Context: an optimization exercise on an open-source flow, tuned for small area, a short achievable clock period and few clock cycles per item. The choices shown serve that exercise and are no tape-out recipe. No activity file was given, so power comes from the tool's default toggle rates.

## job 7791
Design softmax_normalizer, start of the top module:
module softmax_normalizer
#(
    parameter int unsigned N             = 32,
    parameter int unsigned IN_BIT_WIDTH  = 16,
    parameter int unsigned SUM_BIT_WIDTH = 32,
    parameter int unsigned RECIP_W       = 32,
    parameter int unsigned OUT_BIT_WIDTH = 16
) (
    input  logic                        i_clk,
    input  logic                        i_rst_n,
    input  logic                        i_vec_valid,
    output logic                        o_vec_ready,
    input  logic [IN_BIT_WIDTH*N-1:0]   i_data,
    input  logic                        i_sum_valid,
    input  logic [SUM_BIT_WIDTH-1:0]    i_sum,
    output logic                        o_valid,
    input  logic                        i_ready,
    output logic [OUT_BIT_WIDTH-1:0]    o_prob,
    output logic [$clog2(N)-1:0]        o_idx,
    output logic                        o_last,
    output logic                        o_busy,
    output logic                        o_recip_sat
);
Size: ~2900 cells after synthesis, roughly 810 flip-flops, ~39000 um^2 of cells after synthesis.
==> flow/config.mk <==
export PLATFORM = sky130hd
export DESIGN_NAME = softmax_normalizer
export DESIGN_NICKNAME = softmax_normalizer
export VERILOG_FILES = /design/flow/design.v
export SDC_FILE = /design/flow/constraint.sdc
export NUM_CORES = 4
export LEC_CHECK = 0
export ABC_CLOCK_PERIOD_IN_PS = 3000
export CAP_MARGIN = 20
export CELL_PAD_IN_SITES_DETAIL_PLACEMENT = 1
export CORE_MARGIN = 2
export CORE_UTILIZATION = 40
export CTS_BUF_LIST = sky130_fd_sc_hd__clkbuf_16
export CTS_CLUSTER_DIAMETER = 80
export CTS_CLUSTER_SIZE = 20
export PLACE_DENSITY = 0.45
export SLEW_MARGIN = 20
==> flow/constraint.sdc <==
create_clock -name core_clock -period 11.0 [get_ports {i_clk}]
set_input_delay 2.2000 -clock core_clock [delete_from_list [all_inputs] [get_ports {i_clk}]]
set_output_delay 2.2000 -clock core_clock [all_outputs]
set_load 0.01 [all_outputs]
standard.sh (not shown) runs the stock make flow with config.mk's settings and CLKGATE_MAP_FILE= SYNTH_SCRIPT=/design/flow/synth_recipe.tcl, a recipe that flattens the netlist after the stock synthesis.
==> flow/flow/run.sh <==
#!/bin/bash
# The standard layout (the standard.sh, standard synthesis unchanged), with
#  - every input and output port buffered by the smallest buffer (buf_1)
#    instead of the tool's default pick; the resizer still upsizes any port
#    buffer that needs more drive;
#  - repair_timing asked for a setup margin of 7.5 ns, so that it keeps
#    sizing and buffering paths until they are 7.5 ns inside the 11 ns clock.
# The SDC (clock period, I/O delays, loads) is the standard flow's, unchanged.
set -euo pipefail
export BUFFER_PORTS_ARGS="-buffer_cell sky130_fd_sc_hd__buf_1"
export SETUP_SLACK_MARGIN=7.5
bash standard.sh > make.log 2>&1
Inputs modified between job 7791 and job 8834:
- CTS_CLUSTER_SIZE: 20 -> unset
- CTS_BUF_LIST: sky130_fd_sc_hd__clkbuf_16 -> unset
- ABC_AREA: unset -> 1
- CTS_CLUSTER_DIAMETER: 80 -> unset
==> summary.txt <==
Looking at multiplexer area fraction after synthesis across job 8834 and job 7791, the one that comes out lower is job 8834.
Job 7791 → job 8834: post-synthesis to final-layout area growth +0.36 points, number of fill cells in the layout has increased, tap cell instance count higher, sequential power climbed about 1%.
Setup changes, job 8834 to job 9037
- CORE_UTILIZATION now 55, was 40
- PLACE_DENSITY now 0.62, was 0.45
- ABC_AREA no longer set, was 1
Results
Of job 8834 and job 9037, the higher critical path depth belongs to job 9037. The higher flip-flop and latch share of the layout cell area came out of job 9037. Cell area improves in job 9037 relative to job 8834. Compared to job 8834, the routing of job 9037 uses less wire. Per the comparison of job 9037 with job 8834, synthesized cell count lost 1682, internal power consumption picked up an extra 0.31%.
No functional check of the RTL was part of any run of this note.

========
softmax_normalizer, a different RTL version from the one above (not shown whole).
For scale: ~3000 cells after synthesis, about 810 flip-flops, ~580 I/O pins.
export LEC_CHECK = 0
export ABC_CLOCK_PERIOD_IN_PS = 3000
export CAP_MARGIN = 20
export CELL_PAD_IN_SITES_DETAIL_PLACEMENT = 1
export CORE_MARGIN = 2
export CORE_UTILIZATION = 40
export CTS_BUF_LIST = sky130_fd_sc_hd__clkbuf_16
export CTS_CLUSTER_DIAMETER = 80
export CTS_CLUSTER_SIZE = 20
export PLACE_DENSITY = 0.45
export SLEW_MARGIN = 20
create_clock -name core_clock -period 11.0 [get_ports {i_clk}]
==> flow/flow/run.sh <==
#!/bin/bash
# The standard layout (the standard.sh, standard synthesis unchanged), with
#  - every input and output port buffered by the smallest buffer (buf_1)
#    instead of the tool's default pick; the resizer still upsizes any port
#    buffer that needs more drive;
#  - repair_timing asked for a setup margin of 7.3 ns, so that it keeps
#    sizing and buffering paths until they are 7.3 ns inside the 11 ns clock.
# The SDC (clock period, I/O delays, loads) is the standard flow's, unchanged.
set -euo pipefail
export BUFFER_PORTS_ARGS="-buffer_cell sky130_fd_sc_hd__buf_1"
export SETUP_SLACK_MARGIN=7.3
bash standard.sh > make.log 2>&1
Rerun with:
==> flow/flow/run.sh (replaced) <==
#!/bin/bash
# The standard layout (the standard.sh, standard synthesis unchanged), with
#  - every input and output port buffered by the smallest buffer (buf_1)
#    instead of the tool's default pick; the resizer still upsizes any port
#    buffer that needs more drive;
#  - repair_timing asked for a setup margin of 7.5 ns, so that it keeps
#    sizing and buffering paths until they are 7.5 ns inside the 11 ns clock.
# The SDC (clock period, I/O delays, loads) is the standard flow's, unchanged.
set -euo pipefail
export BUFFER_PORTS_ARGS="-buffer_cell sky130_fd_sc_hd__buf_1"
export SETUP_SLACK_MARGIN=7.5
bash standard.sh > make.log 2>&1
The changed run finished with timing, DRC and antenna clean.
First-iteration DRC count is about the same.
Sequential power hardly moves.
Utilization goes up by 0.42 points.
Setup slack gets better by 0.13 ns.
Via count goes up slightly.
Routed wire length goes up slightly.
Final area goes up slightly.
Fmax goes up by a few percent.
No run of this note included a check of the RTL's function; only the layout flow was run.

========
try-indigo:
softmax_normalizer with an RTL version that a note above also has.
Size in the first run: roughly 810 flip-flops, about 580 I/O pins.
clock: 11.0 ns
lec_check: 0
abc_clock_period_in_ps: 3000
cap_margin: 20
cell_pad_in_sites_detail_placement: 1
core_margin: 2
core_utilization: 40
cts_buf_list: sky130_fd_sc_hd__clkbuf_16
cts_cluster_diameter: 80
cts_cluster_size: 30
place_density: 0.45
slew_margin: 20
==> flow/flow/run.sh <==
#!/bin/bash
# The standard layout (the standard.sh, standard synthesis unchanged), with
#  - every input and output port buffered by the smallest buffer (buf_1)
#    instead of the tool's default pick; the resizer still upsizes any port
#    buffer that needs more drive;
#  - repair_timing asked for a setup margin of 7.5 ns, so that it keeps
#    sizing and buffering paths until they are 7.5 ns inside the 11 ns clock.
# The SDC (clock period, I/O delays, loads) is the standard flow's, unchanged.
set -euo pipefail
export BUFFER_PORTS_ARGS="-buffer_cell sky130_fd_sc_hd__buf_1"
export SETUP_SLACK_MARGIN=7.5
bash standard.sh > make.log 2>&1
For try-yarrow, these inputs were changed with respect to try-indigo:
diff --git a/flow/flow/run.sh b/flow/flow/run.sh
--- a/flow/flow/run.sh
+++ b/flow/flow/run.sh
@@ -6,2 +6,2 @@
-#  - repair_timing asked for a setup margin of 7.5 ns, so that it keeps
-#    sizing and buffering paths until they are 7.5 ns inside the 11 ns clock.
+#  - repair_timing asked for a setup margin of 8 ns, so that it keeps
+#    sizing and buffering paths until they are 8 ns inside the 11 ns clock.
@@ -11 +11 @@
-export SETUP_SLACK_MARGIN=7.5
+export SETUP_SLACK_MARGIN=8.0
diff --git a/flow/config.mk b/flow/config.mk
--- a/flow/config.mk
+++ b/flow/config.mk
@@ -13,3 +12,0 @@
-export CTS_BUF_LIST = sky130_fd_sc_hd__clkbuf_16
-export CTS_CLUSTER_DIAMETER = 80
-export CTS_CLUSTER_SIZE = 30
Looking at try-yarrow and try-indigo, the maximum number of buffers from clock root to sink is a wash. | utilization | higher: try-yarrow |. Compared with try-indigo, try-yarrow shows via count of the first global-routing pass higher by 1753. Of try-yarrow and try-indigo, the higher routed length per instance belongs to try-yarrow. NOTE non-clock buffer count try-indigo->try-yarrow increased by more than a quarter. The lower worst clock skew on the final layout of try-yarrow and try-indigo is in try-yarrow. try-yarrow vs try-indigo — power climbed by more than 10%. In try-yarrow the quantity of gates resized following cts turned out about 400% higher than in try-indigo. Taking try-indigo as the reference, in try-yarrow worst hold slack across all endpoints held steady; hold-fix buffer count after cts held steady; all-layer global routing usage grew by 1.8 points.
diff inputs: try-yarrow => try-fjord
diff --git a/flow/flow/run.sh b/flow/flow/run.sh
--- a/flow/flow/run.sh
+++ b/flow/flow/run.sh
@@ -6,2 +6,2 @@
-#  - repair_timing asked for a setup margin of 8 ns, so that it keeps
-#    sizing and buffering paths until they are 8 ns inside the 11 ns clock.
+#  - repair_timing asked for a setup margin of 7.5 ns, so that it keeps
+#    sizing and buffering paths until they are 7.5 ns inside the 11 ns clock.
@@ -11 +11 @@
-export SETUP_SLACK_MARGIN=8.0
+export SETUP_SLACK_MARGIN=7.5
diff --git a/flow/config.mk b/flow/config.mk
--- a/flow/config.mk
+++ b/flow/config.mk
@@ -12,0 +13,3 @@
+export CTS_BUF_LIST = sky130_fd_sc_hd__clkbuf_16
+export CTS_CLUSTER_DIAMETER = 60
+export CTS_CLUSTER_SIZE = 25
==> comparison <==
[compare] base=try-yarrow new=try-fjord: wire length has decreased; minimum clock period has decreased.
try-fjord contains fewer vias than try-yarrow.
try-fjord ends up with a clock-buffer cell count that is 33% lower than in try-yarrow.
Min share of total power in combinational logic across try-yarrow and try-fjord: try-fjord
No functional check of the RTL was part of any run of this note.

## static timing again, ports no longer ideal
In the flow no input, the clock included, has a driving cell. The finished layouts below were timed again as built, in two steps. Step 1 sets driving cells, clkbuf_16 on the clock port and buf_2 on the other inputs (assumed; they add their load-dependent delay and slew). Step 2 moves the port delays by t, midway between the first and last clock arrival at a register: inputs arrive t later, outputs are due t later. That takes back most of the time a late clock gives input paths. a / b / c = ideal ports / drivers / drivers and shift; a / b = the first two.
run | t (ns) | setup WS [ns] | worst data-port slew with drivers (ns)
job 7791 | 0.744 | 7.450 / 7.395 / 7.131 | 0.25
job 8834 | 0.745 | 7.376 / 7.305 / 7.113 | 0.19
job 9037 | 0.730 | 7.283 / 7.283 / 7.167 | 0.19
the first run of note 2 | 0.736 | 7.332 / 7.312 / 7.122 | 0.18
the second run of note 2 | 0.726 | 7.460 / 7.388 / 7.134 | 0.16
try-indigo | 0.734 | 7.470 / 7.402 / 7.131 | 0.24
try-yarrow | 0.746 | 7.439 / 7.366 / 7.244 | 0.25
try-fjord | 0.738 | 7.450 / 7.397 / 7.113 | 0.24
After both steps setup and hold are still met in every run listed. For try-indigo, which loses most, drivers alone change the setup slack by -0.068 ns; drivers and shift together by -0.339 ns.
